Background: an optimization exercise with open tools, aiming at small area, a short achievable clock period and few clock cycles per item. Do not read the settings as production practice.
At most, simulation tests tie the RTL to the original design; equivalence was not proved.
Power figures rest on the tool's default switching activity, not on a simulated workload.

==> 02-01: inputs <==
==> flow/design.v <==
package rhpm_pkg;
   localparam int MAX_PATTERN_DEF  = 16;
   localparam int WINDOW_DEPTH_DEF = 16;
   localparam int BYTE_W           = 8;
   localparam int VALUE_W          = 32;
   localparam int HASH_W           = 26;
   localparam int LEN_W            = 5;
   localparam int CSR_W            = 64;
   localparam int CSR_IDX_W        = 2;
   localparam int PAT_BYTES        = 16;
   localparam logic KIND_HASH = 1'b0;
   localparam logic KIND_POS  = 1'b1;
   typedef enum logic [CSR_IDX_W-1:0] {
      CSR_PATTERN_LENGTH = 2'd0,
      CSR_PATTERN_LOW    = 2'd1,
      CSR_PATTERN_HIGH   = 2'd2
   } csr_index_type;
endpackage
module rhpm_ram #(
   parameter int WIDTH = 8,
   parameter int DEPTH = 16
) (
   input  logic                     clock,
   input  logic                     wr_en,
   input  logic [$clog2(DEPTH)-1:0] wr_addr,
   input  logic [WIDTH-1:0]         wr_data,
   input  logic                     rd_en,
   input  logic [$clog2(DEPTH)-1:0] rd_addr,
   output logic [WIDTH-1:0]         rd_data
);
   logic [WIDTH-1:0] mem [DEPTH];
   logic [WIDTH-1:0] rd_data_ff;
   always_ff @(posedge clock) begin
      if (wr_en) begin
         mem[wr_addr] <= wr_data;
      end
      if (rd_en) begin
         rd_data_ff <= mem[rd_addr];
      end
   end
   assign rd_data = rd_data_ff;
endmodule
import rhpm_pkg::*;
module rolling_hash_pattern_matcher_top #(
   parameter int MAX_PATTERN  = MAX_PATTERN_DEF,
   parameter int WINDOW_DEPTH = WINDOW_DEPTH_DEF
) (
   input  logic                 clock,
   input  logic                 reset,
   input  logic                 req_valid,
   output logic                 req_ready,
   input  logic [BYTE_W-1:0]    req_text_byte,
   output logic                 rsp_valid,
   input  logic                 rsp_ready,
   output logic                 rsp_kind,
   output logic [VALUE_W-1:0]   rsp_value,
   output logic                 rsp_last,
   input  logic                 csr_we,
   input  logic [CSR_IDX_W-1:0] csr_index,
   input  logic [CSR_W-1:0]     csr_wdata
);
   function automatic logic [1:0] add3(input logic [1:0] a, input logic [1:0] b);
      logic az, bz;
      az = !a[0] && !a[1];
      bz = !b[0] && !b[1];
      add3[0] = (a[0] && bz) || (az && b[0]) || (a[1] && b[1]);
      add3[1] = (a[1] && bz) || (az && b[1]) || (a[0] && b[0]);
   endfunction
   function automatic logic [1:0] mod3(input logic [7:0] x);
      logic [1:0] r0, r1, r2, r3;
      r0 = {x[1] && !x[0], !x[1] && x[0]};
      r1 = {x[3] && !x[2], !x[3] && x[2]};
      r2 = {x[5] && !x[4], !x[5] && x[4]};
      r3 = {x[7] && !x[6], !x[7] && x[6]};
      mod3 = add3(add3(r0, r1), add3(r2, r3));
   endfunction
   localparam logic [31:0] CMAX = 32'hffff_ffff;
   logic [3:0]  nm1_ff;
   logic [7:0]  pat_ff [16];
   logic [1:0]  dp_ff [16];
   logic [1:0]  dpn_ff;           
   logic [7:0]  ring_ff [16];
   logic [1:0]  dw_ff [16];       
   logic [7:0]  last_ff;          
   logic [3:0]  nm1_al_ff;
   logic [31:0] count_ff;
   logic        first_seen_ff;    
   logic        reported_ff;      
   logic        rdy_ff;
   logic        s1_v_ff;
   logic        s1_first_ff;
   logic        s2_hit_ff, s2_first_ff;
   logic [3:0]  s2_m1_ff;
   logic [5:0]  s2_e_ff;
   logic        j_v_ff;
   logic [3:0]  j_m1_ff;
   logic [5:0]  j_e_ff;
   logic        rsp_valid_ff, rsp_kind_ff, rsp_last_ff;
   logic [31:0] rsp_value_ff;
   logic [3:0]  rem_ff;
   logic [5:0]  e_out_ff;
   logic        hashing_ff;
   logic [3:0]  hidx_ff;
   logic [2:0]  hchunk_ff;
   logic        hprev_ff, hcarry_ff;
   assign req_ready = rdy_ff;
   assign rsp_valid = rsp_valid_ff;
   assign rsp_kind  = rsp_kind_ff;
   assign rsp_value = rsp_value_ff;
   assign rsp_last  = rsp_last_ff;
   logic [1:0]  dnew;
   logic [1:0]  dcsr [8];
   logic [15:0] stop;         
   logic        dig_ok;
   logic        cnt_ok;
   logic        hit_c;
   logic [3:0]  m1_c;
   always_comb begin
      dnew   = mod3(last_ff);
      dig_ok = (dnew == dpn_ff);
      for (int k = 0; k < 16; k++) begin
         if (k < nm1_ff && dw_ff[k] != dp_ff[k]) dig_ok = 1'b0;
         stop[k] = (ring_ff[k] != pat_ff[k]) || (k == nm1_ff);
      end
      m1_c = 4'd15;
      for (int k = 15; k >= 0; k--) begin
         if (stop[k]) m1_c = k;
      end
      cnt_ok = (count_ff[31:4] != 28'd0) || (count_ff[3:0] > nm1_ff);
      hit_c  = s1_v_ff && dig_ok && cnt_ok;
      for (int i = 0; i < 8; i++) dcsr[i] = mod3(csr_wdata[8*i +: 8]);
   end
   logic        accept, inc, len_wr, lo_wr, hi_wr, rot, aligned_n;
   logic        rst_d_ff;
   logic [3:0]  nm1_al_n, ins_d;
   logic        cont_p, have_next, can_adv, load, pop_j, take_s2, push_j, first_push;
   logic        s2_leave, s1_move;
   logic [5:0]  e_sel;
   logic [3:0]  m1_next, rem_next;
   logic        last_next;
   logic [31:0] pos;
   logic        s2_hit_n, j_v_n, rsp_valid_n;
   logic [5:0]  s2_e_n, j_e_n, e_out_n;
   logic [3:0]  rem_n;
   logic        first_seen_n, reported_n, hdone;
   logic [1:0]  hdig;
   logic [1:0]  hadd;
   logic [4:0]  hsum;
   assign accept = req_valid && rdy_ff;
   assign inc    = accept && (count_ff != CMAX);
   assign len_wr = csr_we && !reset && (csr_index == 2'd0);
   assign lo_wr  = csr_we && !reset && (csr_index == 2'd1);
   assign hi_wr  = csr_we && !reset && (csr_index == 2'd2);
   assign rot    = (nm1_al_ff != nm1_ff) && !s1_v_ff;
   assign ins_d  = nm1_al_ff - 4'd1;
   always_comb begin
      cont_p    = rsp_valid_ff && (rem_ff != 4'd0);
      have_next = cont_p || j_v_ff || s2_hit_ff && !s2_first_ff;
      e_sel     = cont_p ? e_out_ff : (j_v_ff ? j_e_ff : s2_e_ff);
      m1_next   = j_v_ff ? j_m1_ff : s2_m1_ff;
      rem_next  = cont_p ? rem_ff - 4'd1 : m1_next;
      last_next = cont_p ? (rem_ff == 4'd1) : (m1_next == 4'd0);
      pos       = count_ff - {26'd0, e_sel};
      can_adv  = !hashing_ff && (!rsp_valid_ff || rsp_ready);
      load     = can_adv && have_next;
      pop_j    = load && !cont_p && j_v_ff;
      take_s2  = load && !cont_p && !j_v_ff;
      first_push = s2_first_ff && s2_hit_ff;
      push_j   = s2_hit_ff && !s2_first_ff && !take_s2 && (!j_v_ff || pop_j);
      s2_leave = !s2_hit_ff || s2_first_ff || take_s2 || push_j;
      s1_move  = s1_v_ff && s2_leave;
      s2_hit_n = s1_move ? hit_c : (s2_hit_ff && !s2_leave);
      s2_e_n   = s1_move ? ({2'b0, nm1_ff} + {5'd0, inc}) : (s2_e_ff + {5'd0, inc});
      j_v_n    = push_j || first_push || (j_v_ff && !pop_j);
      j_e_n    = (push_j || first_push) ? (s2_e_ff + {5'd0, inc}) : (j_e_ff + {5'd0, inc});
      e_out_n  = load ? (e_sel + {5'd0, inc} - 6'd1) : (e_out_ff + {5'd0, inc});
      rem_n    = load ? rem_next : rem_ff;
      hdone    = hashing_ff && (hidx_ff == 4'd0) && (hchunk_ff == 3'd7);
      rsp_valid_n = hdone || load || (rsp_valid_ff && !can_adv);
      first_seen_n = first_seen_ff || accept;
      reported_n   = reported_ff || hdone;
      nm1_al_n     = rot ? nm1_al_ff - 4'd1 : nm1_al_ff;
      aligned_n    = (nm1_al_n == nm1_ff);
      hdig = dp_ff[hidx_ff];
      hadd = (hchunk_ff == 3'd0) ? hdig : {1'b0, hcarry_ff};
      hsum = {1'b0, rsp_value_ff[3:0]} + {1'b0, rsp_value_ff[2:0], hprev_ff} + {3'd0, hadd};
   end
   always_ff @(posedge clock) begin
      rst_d_ff <= reset;
      if (reset) begin
         nm1_ff <= 4'd0;
      end else if (len_wr) begin
         if (csr_wdata[4:0] == 5'd0)                       nm1_ff <= 4'd0;
         else if (csr_wdata[4] && csr_wdata[3:0] != 4'd0) nm1_ff <= 4'd15;
         else                                              nm1_ff <= csr_wdata[3:0] - 4'd1;
      end
      if (lo_wr) begin
         for (int i = 0; i < 8; i++) begin
            pat_ff[i] <= csr_wdata[8*i +: 8];
            dp_ff[i]  <= dcsr[i];
         end
      end else if (rst_d_ff) begin
         for (int i = 0; i < 8; i++) begin
            pat_ff[i] <= 8'd0;
            dp_ff[i]  <= 2'd0;
         end
      end
      if (hi_wr) begin
         for (int i = 0; i < 8; i++) begin
            pat_ff[8 + i] <= csr_wdata[8*i +: 8];
            dp_ff[8 + i]  <= dcsr[i];
         end
      end else if (rst_d_ff) begin
         for (int i = 0; i < 8; i++) begin
            pat_ff[8 + i] <= 8'd0;
            dp_ff[8 + i]  <= 2'd0;
         end
      end
      dpn_ff <= rst_d_ff ? 2'd0 : dp_ff[nm1_ff];
      if (accept) begin
         for (int j = 0; j < 16; j++) begin
            ring_ff[j] <= (j == nm1_al_ff) ? req_text_byte : ring_ff[(j + 1) % 16];
            dw_ff[j]   <= (j == ins_d) ? dnew : dw_ff[(j + 1) % 16];
         end
         last_ff <= req_text_byte;
      end else if (rot) begin
         for (int j = 0; j < 16; j++) begin
            ring_ff[j] <= ring_ff[(j + 1) % 16];
            dw_ff[j]   <= dw_ff[(j + 1) % 16];
         end
      end
      if (s1_move) begin
         s2_m1_ff <= m1_c;
      end
      s2_e_ff <= s2_e_n;
      if (push_j || first_push) j_m1_ff <= s2_m1_ff;
      j_e_ff   <= j_e_n;
      e_out_ff <= e_out_n;
      rem_ff   <= rem_n;
      if (accept) s1_first_ff <= !first_seen_ff;
      if (hashing_ff) begin
         rsp_value_ff <= {hsum[3:0], rsp_value_ff[31:4]};
         hprev_ff     <= rsp_value_ff[3];
         hcarry_ff    <= hsum[4];
         hchunk_ff    <= hchunk_ff + 3'd1;
         if (hchunk_ff == 3'd7) begin
            hidx_ff  <= hidx_ff - 4'd1;
            hprev_ff <= 1'b0;
         end
         if (hdone) begin
            rsp_kind_ff <= KIND_HASH;
            rsp_last_ff <= !j_v_ff;
            rem_ff      <= 4'd0;
         end
      end else if (load) begin
         rsp_kind_ff  <= KIND_POS;
         rsp_value_ff <= pos;
         rsp_last_ff  <= last_next;
      end else if (s2_first_ff) begin
         rsp_value_ff <= 32'd0;
         hidx_ff      <= nm1_ff;
         hchunk_ff    <= 3'd0;
         hprev_ff     <= 1'b0;
      end
      if (reset) begin
         nm1_al_ff     <= 4'd0;
         count_ff      <= 32'd0;
         first_seen_ff <= 1'b0;
         reported_ff   <= 1'b0;
         rdy_ff        <= 1'b1;
         s1_v_ff       <= 1'b0;
         s2_hit_ff     <= 1'b0;
         s2_first_ff   <= 1'b0;
         j_v_ff        <= 1'b0;
         rsp_valid_ff  <= 1'b0;
         hashing_ff    <= 1'b0;
      end else begin
         nm1_al_ff <= nm1_al_n;
         if (inc) count_ff <= count_ff + 32'd1;
         first_seen_ff <= first_seen_n;
         reported_ff   <= reported_n;
         s1_v_ff       <= accept || (s1_v_ff && !s1_move);
         s2_hit_ff     <= s2_hit_n;
         s2_first_ff   <= s1_move ? s1_first_ff : (s2_first_ff && !s2_leave);
         j_v_ff        <= j_v_n;
         rsp_valid_ff  <= rsp_valid_n;
         hashing_ff    <= hashing_ff ? !hdone : s2_first_ff;
         rdy_ff <= !len_wr && aligned_n &&
                   !(first_seen_n && !reported_n) &&
                   !(s2_hit_n && j_v_n) &&
                   !(s2_hit_n && s2_e_n[5]) && !(j_v_n && j_e_n[5]) &&
                   !(rsp_valid_n && rem_n != 4'd0 && e_out_n[5]);
      end
   end
endmodule
==> flow/run.sh <==
#!/bin/bash
# synth_recipe.tcl (not shown) runs the flow's synth.tcl, then flattens the netlist and writes it again
# the make line also repeats each setting of config.mk as NAME=value (left out here)
make -C /OpenROAD-flow-scripts/flow DESIGN_CONFIG=/design/flow/config.mk WORK_HOME=/design/flow/orfs CLKGATE_MAP_FILE= SYNTH_SCRIPT=/design/flow/synth_recipe.tcl finish
==> flow/config.mk <==
export PLATFORM = sky130hd
export DESIGN_NAME = rolling_hash_pattern_matcher_top
export DESIGN_NICKNAME = rolling_hash_pattern_matcher_top
export VERILOG_FILES = /design/flow/design.v
export SDC_FILE = /design/flow/constraint.sdc
export NUM_CORES = 4
export LEC_CHECK = 0
export CAP_MARGIN = 20
export CORE_MARGIN = 2
export CORE_UTILIZATION = 40
export SETUP_SLACK_MARGIN = 5
export SLEW_MARGIN = 20
==> flow/constraint.sdc <==
create_clock -name core_clock -period 9.5 [get_ports {clock}]
set_input_delay 1.9000 -clock core_clock [delete_from_list [all_inputs] [get_ports {clock}]]
set_output_delay 1.9000 -clock core_clock [all_outputs]
set_load 0.01 [all_outputs]
==> 08-14: changes against 02-01 <==
--- a/flow/design.v
+++ b/flow/design.v
@@ -80,6 +80,5 @@
    logic [1:0]  dp_ff [16];
-   logic [1:0]  dpn_ff;           
+   logic        zlo_ff, zhi_ff;   
    logic [7:0]  ring_ff [16];
    logic [1:0]  dw_ff [16];       
-   logic [7:0]  last_ff;          
    logic [3:0]  nm1_al_ff;
@@ -89,2 +88,5 @@
    logic        rdy_ff;
+   logic        in_v_ff, in_first_ff;
+   logic [7:0]  in_byte_ff;
+   logic [1:0]  in_d_ff;
    logic        s1_v_ff;
@@ -100,3 +102,3 @@
    logic [3:0]  rem_ff;
-   logic [5:0]  e_out_ff;
+   logic [5:0]  e_nx_ff;         
    logic        hashing_ff;
@@ -105,2 +107,4 @@
    logic        hprev_ff, hcarry_ff;
+   logic [1:0]  hd_ff;            
+   logic        hlast_ff;         
    assign req_ready = rdy_ff;
@@ -110,3 +114,4 @@
    assign rsp_last  = rsp_last_ff;
-   logic [1:0]  dnew;
+   logic [1:0]  din;
+   logic        zk, dig_eq, byte_eq;
    logic [1:0]  dcsr [8];
@@ -118,7 +123,9 @@
    always_comb begin
-      dnew   = mod3(last_ff);
-      dig_ok = (dnew == dpn_ff);
+      dig_ok = 1'b1;
       for (int k = 0; k < 16; k++) begin
-         if (k < nm1_ff && dw_ff[k] != dp_ff[k]) dig_ok = 1'b0;
-         stop[k] = (ring_ff[k] != pat_ff[k]) || (k == nm1_ff);
+         zk = (k < 8) ? zlo_ff : zhi_ff;
+         dig_eq  = zk ? (dw_ff[k] == 2'd0) : (dw_ff[k] == dp_ff[k]);
+         byte_eq = zk ? (ring_ff[k] == 8'd0) : (ring_ff[k] == pat_ff[k]);
+         if (k <= nm1_ff && !dig_eq) dig_ok = 1'b0;
+         stop[k] = !byte_eq || (k == nm1_ff);
       end
@@ -131,9 +138,8 @@
       for (int i = 0; i < 8; i++) dcsr[i] = mod3(csr_wdata[8*i +: 8]);
+      din = mod3(req_text_byte);
    end
-   logic        accept, inc, len_wr, lo_wr, hi_wr, rot, aligned_n;
-   logic        rst_d_ff;
-   logic [3:0]  nm1_al_n, ins_d;
+   logic        accept, shift, inc, len_wr, lo_wr, hi_wr, rot, aligned, aligned_n, in_v_n;
+   logic [3:0]  nm1_al_n;
    logic        cont_p, have_next, can_adv, load, pop_j, take_s2, push_j, first_push;
    logic        s2_leave, s1_move;
-   logic [5:0]  e_sel;
    logic [3:0]  m1_next, rem_next;
@@ -142,3 +148,3 @@
    logic        s2_hit_n, j_v_n, rsp_valid_n;
-   logic [5:0]  s2_e_n, j_e_n, e_out_n;
+   logic [5:0]  s2_e_n, j_e_n, e_nx_n, e_head_n;
    logic [3:0]  rem_n;
@@ -149,3 +155,5 @@
    assign accept = req_valid && rdy_ff;
-   assign inc    = accept && (count_ff != CMAX);
+   assign aligned = (nm1_al_ff == nm1_ff);
+   assign shift  = in_v_ff && aligned && (!s1_v_ff || s2_leave);
+   assign inc    = shift && (count_ff != CMAX);
    assign len_wr = csr_we && !reset && (csr_index == 2'd0);
@@ -153,4 +161,3 @@
    assign hi_wr  = csr_we && !reset && (csr_index == 2'd2);
-   assign rot    = (nm1_al_ff != nm1_ff) && !s1_v_ff;
-   assign ins_d  = nm1_al_ff - 4'd1;
+   assign rot    = !aligned && !s1_v_ff;
    always_comb begin
@@ -158,3 +165,2 @@
       have_next = cont_p || j_v_ff || s2_hit_ff && !s2_first_ff;
-      e_sel     = cont_p ? e_out_ff : (j_v_ff ? j_e_ff : s2_e_ff);
       m1_next   = j_v_ff ? j_m1_ff : s2_m1_ff;
@@ -162,3 +168,3 @@
       last_next = cont_p ? (rem_ff == 4'd1) : (m1_next == 4'd0);
-      pos       = count_ff - {26'd0, e_sel};
+      pos       = count_ff - {26'd0, e_nx_ff};
       can_adv  = !hashing_ff && (!rsp_valid_ff || rsp_ready);
@@ -168,4 +174,4 @@
       first_push = s2_first_ff && s2_hit_ff;
-      push_j   = s2_hit_ff && !s2_first_ff && !take_s2 && (!j_v_ff || pop_j);
-      s2_leave = !s2_hit_ff || s2_first_ff || take_s2 || push_j;
+      push_j   = s2_hit_ff && !s2_first_ff && !take_s2 && !j_v_ff;
+      s2_leave = !s2_hit_ff || s2_first_ff || !j_v_ff;
       s1_move  = s1_v_ff && s2_leave;
@@ -175,5 +181,10 @@
       j_e_n    = (push_j || first_push) ? (s2_e_ff + {5'd0, inc}) : (j_e_ff + {5'd0, inc});
-      e_out_n  = load ? (e_sel + {5'd0, inc} - 6'd1) : (e_out_ff + {5'd0, inc});
+      e_head_n = j_v_n ? j_e_n : s2_e_n;
+      if (load ? (rem_next != 4'd0) : cont_p) begin
+         e_nx_n = e_nx_ff + {5'd0, inc} - {5'd0, load};
+      end else begin
+         e_nx_n = e_head_n;
+      end
       rem_n    = load ? rem_next : rem_ff;
-      hdone    = hashing_ff && (hidx_ff == 4'd0) && (hchunk_ff == 3'd7);
+      hdone    = hashing_ff && hlast_ff && (hchunk_ff == 3'd7);
       rsp_valid_n = hdone || load || (rsp_valid_ff && !can_adv);
@@ -183,4 +194,5 @@
       aligned_n    = (nm1_al_n == nm1_ff);
-      hdig = dp_ff[hidx_ff];
-      hadd = (hchunk_ff == 3'd0) ? hdig : {1'b0, hcarry_ff};
+      in_v_n       = accept || (in_v_ff && !shift);
+      hdig = ((hidx_ff[3] ? zhi_ff : zlo_ff) ? 2'd0 : dp_ff[hidx_ff]);
+      hadd = (hchunk_ff == 3'd0) ? hd_ff : {1'b0, hcarry_ff};
       hsum = {1'b0, rsp_value_ff[3:0]} + {1'b0, rsp_value_ff[2:0], hprev_ff} + {3'd0, hadd};
@@ -188,3 +200,9 @@
    always_ff @(posedge clock) begin
-      rst_d_ff <= reset;
+      if (reset) begin
+         zlo_ff <= 1'b1;
+         zhi_ff <= 1'b1;
+      end else begin
+         if (lo_wr) zlo_ff <= 1'b0;
+         if (hi_wr) zhi_ff <= 1'b0;
+      end
       if (reset) begin
@@ -201,7 +219,2 @@
          end
-      end else if (rst_d_ff) begin
-         for (int i = 0; i < 8; i++) begin
-            pat_ff[i] <= 8'd0;
-            dp_ff[i]  <= 2'd0;
-         end
       end
@@ -212,15 +225,13 @@
          end
-      end else if (rst_d_ff) begin
-         for (int i = 0; i < 8; i++) begin
-            pat_ff[8 + i] <= 8'd0;
-            dp_ff[8 + i]  <= 2'd0;
-         end
       end
-      dpn_ff <= rst_d_ff ? 2'd0 : dp_ff[nm1_ff];
-      if (accept) begin
+      if (rdy_ff) begin
+         in_byte_ff  <= req_text_byte;
+         in_d_ff     <= din;
+         in_first_ff <= !first_seen_ff;
+      end
+      if (shift) begin
          for (int j = 0; j < 16; j++) begin
-            ring_ff[j] <= (j == nm1_al_ff) ? req_text_byte : ring_ff[(j + 1) % 16];
-            dw_ff[j]   <= (j == ins_d) ? dnew : dw_ff[(j + 1) % 16];
+            ring_ff[j] <= (j == nm1_al_ff) ? in_byte_ff : ring_ff[(j + 1) % 16];
+            dw_ff[j]   <= (j == nm1_al_ff) ? in_d_ff : dw_ff[(j + 1) % 16];
          end
-         last_ff <= req_text_byte;
       end else if (rot) begin
@@ -237,5 +248,5 @@
       j_e_ff   <= j_e_n;
-      e_out_ff <= e_out_n;
+      e_nx_ff  <= e_nx_n;
       rem_ff   <= rem_n;
-      if (accept) s1_first_ff <= !first_seen_ff;
+      if (shift) s1_first_ff <= in_first_ff;
       if (hashing_ff) begin
@@ -245,4 +256,8 @@
          hchunk_ff    <= hchunk_ff + 3'd1;
-         if (hchunk_ff == 3'd7) begin
+         hd_ff        <= hdig;
+         if (hchunk_ff == 3'd0) begin
             hidx_ff  <= hidx_ff - 4'd1;
+            hlast_ff <= (hidx_ff == 4'd0);
+         end
+         if (hchunk_ff == 3'd7) begin
             hprev_ff <= 1'b0;
@@ -261,4 +276,6 @@
          hidx_ff      <= nm1_ff;
-         hchunk_ff    <= 3'd0;
+         hchunk_ff    <= 3'd1;
          hprev_ff     <= 1'b0;
+         hcarry_ff    <= 1'b0;
+         hlast_ff     <= 1'b0;
       end
@@ -271,2 +288,3 @@
          s1_v_ff       <= 1'b0;
+         in_v_ff       <= 1'b0;
          s2_hit_ff     <= 1'b0;
@@ -278,6 +296,7 @@
          nm1_al_ff <= nm1_al_n;
-         if (inc) count_ff <= count_ff + 32'd1;
+         count_ff <= count_ff + {31'd0, inc};
          first_seen_ff <= first_seen_n;
          reported_ff   <= reported_n;
-         s1_v_ff       <= accept || (s1_v_ff && !s1_move);
+         in_v_ff       <= in_v_n;
+         s1_v_ff       <= shift || (s1_v_ff && !s1_move);
          s2_hit_ff     <= s2_hit_n;
@@ -287,7 +306,7 @@
          hashing_ff    <= hashing_ff ? !hdone : s2_first_ff;
-         rdy_ff <= !len_wr && aligned_n &&
+         rdy_ff <= (aligned_n || !in_v_n) &&
                    !(first_seen_n && !reported_n) &&
                    !(s2_hit_n && j_v_n) &&
-                   !(s2_hit_n && s2_e_n[5]) && !(j_v_n && j_e_n[5]) &&
-                   !(rsp_valid_n && rem_n != 4'd0 && e_out_n[5]);
+                   !(s2_hit_ff && s2_e_ff[5]) && !(j_v_ff && j_e_ff[5]) &&
+                   !(rsp_valid_ff && e_nx_ff[5]);
       end
==> flow/flow/run.sh (new file) <==
#!/bin/bash
# Standard ORFS layout with a tighter setup repair target, port buffers of
# a plain buffer cell, and free gate sizing.
set -euo pipefail
bash standard.sh 'SETUP_SLACK_MARGIN=6.3' 'MATCH_CELL_FOOTPRINT=0' 'BUFFER_PORTS_ARGS=-buffer_cell sky130_fd_sc_hd__buf_4' finish > standard_make.log 2>&1
==> flow/standard.sh (new file) <==
#!/bin/bash
# synth_recipe.tcl (not shown) runs the flow's synth.tcl, then flattens the netlist and writes it again
# the make line also repeats each setting of config.mk as NAME=value (left out here)
make -C /OpenROAD-flow-scripts/flow DESIGN_CONFIG=/design/flow/config.mk WORK_HOME=/design/flow/orfs CLKGATE_MAP_FILE= SYNTH_SCRIPT=/design/flow/synth_recipe.tcl "${@:-finish}"
ABC_AREA = 1   (was not set)
CTS_CLUSTER_DIAMETER = 80   (was not set)
CTS_CLUSTER_SIZE = 20   (was not set)
SETUP_SLACK_MARGIN = not set   (was 5)
removed: flow/run.sh
==> run notes <==
| item | 08-14 | 02-01 |
|---|---|---|
| Share of the final layout cell area in multi-input gates | 0.369 | 0.384 |
| Horiz. Die Dim | 249 um | 249 um |
| Relative area of clock buffers and inverters in the final design | 0.0321 | 0.0632 |
| Mapped Cells | 2564 | 2125 |
| Minimum setup slack in the final design | 6.34 ns | 5.21 ns |
| Outcome | finished clean | finished clean |
| Placed cell count | 3392 | 2938 |
| Startpoint of the tightest hold check path | in_first_ff$_DFFE_PP_ | first_seen_ff$_SDFF_PP0_ |
| Most frequent cell on the critical path | nor2_1 | buf_4 |
| Met3 demand-to-capacity share in global routing | 0.0241 | 0.0296 |
| Setup repair bufs after CTS | 9 | 0 |
| Reg-to-reg startpoint | nm1_ff[2]$_SDFFE_PP0P_ | rem_ff[0]$_DFF_P_ |
| Unrepaired setup endpoints after global routing | true | false |
| Signal buf overhead | 0.0446 | 0.0467 |
| Worst clock skew | 0.0346 ns | 0.0467 ns |
| Adder and majority gate portion of the synthesized area | 0.0661 | 0.0649 |
| Proportion of total power due to net switching | 0.361 | 0.310 |
| Num sequential | 452 | 446 |
| Sequential Power Share | 0.517 | 0.466 |
| Antenna violations before repair | 0 | 1 |
| Area growth syn-to-layout | 12.9% | 15.4% |
| Via count of the first global-routing pass | 17900 | 16900 |
| Layout cell share with drive strength beyond 1 | 0.110 | 0.130 |
| Area of combinational cells with multiple inputs | 10000 um^2 | 10700 um^2 |
| Nonclk buf count | 152 | 134 |
| Seq group | 3.40 mW | 3.28 mW |
Testbench counts of 08-14, summed over its fixed seeds: cycles 29,785, bytes 24,258.
Function not checked in 02-01: the RTL went through the layout flow alone.

## what the ideal ports hide
No port has a modelled driver above. Below, the same layouts with a new extraction and two added sets of constraints.
Step 1 sets driving cells, clkbuf_16 on the clock port and buf_2 on the other inputs (assumed; they add their load-dependent delay and slew).
Step 2 moves the port delays by t, midway between the first and last clock arrival at a register: inputs arrive t later, outputs are due t later. That takes back most of the time a late clock gives input paths.
a / b / c = ideal ports / drivers / drivers and shift; a / b = the first two.
| run | t, ns | slack for setup (ns) | clock arrival spread, ns |
|---|---|---|---|
| 02-01 | 0.661 | 5.208 / 5.243 / 4.583 | 0.047 / 0.047 |
| 08-14 | 0.668 | 6.344 / 6.302 / 5.688 | 0.042 / 0.043 |
After both steps every run listed still meets setup and hold. The setup slack of 08-14, which loses most, moves by -0.042 ns with the drivers and by -0.656 ns with both steps.
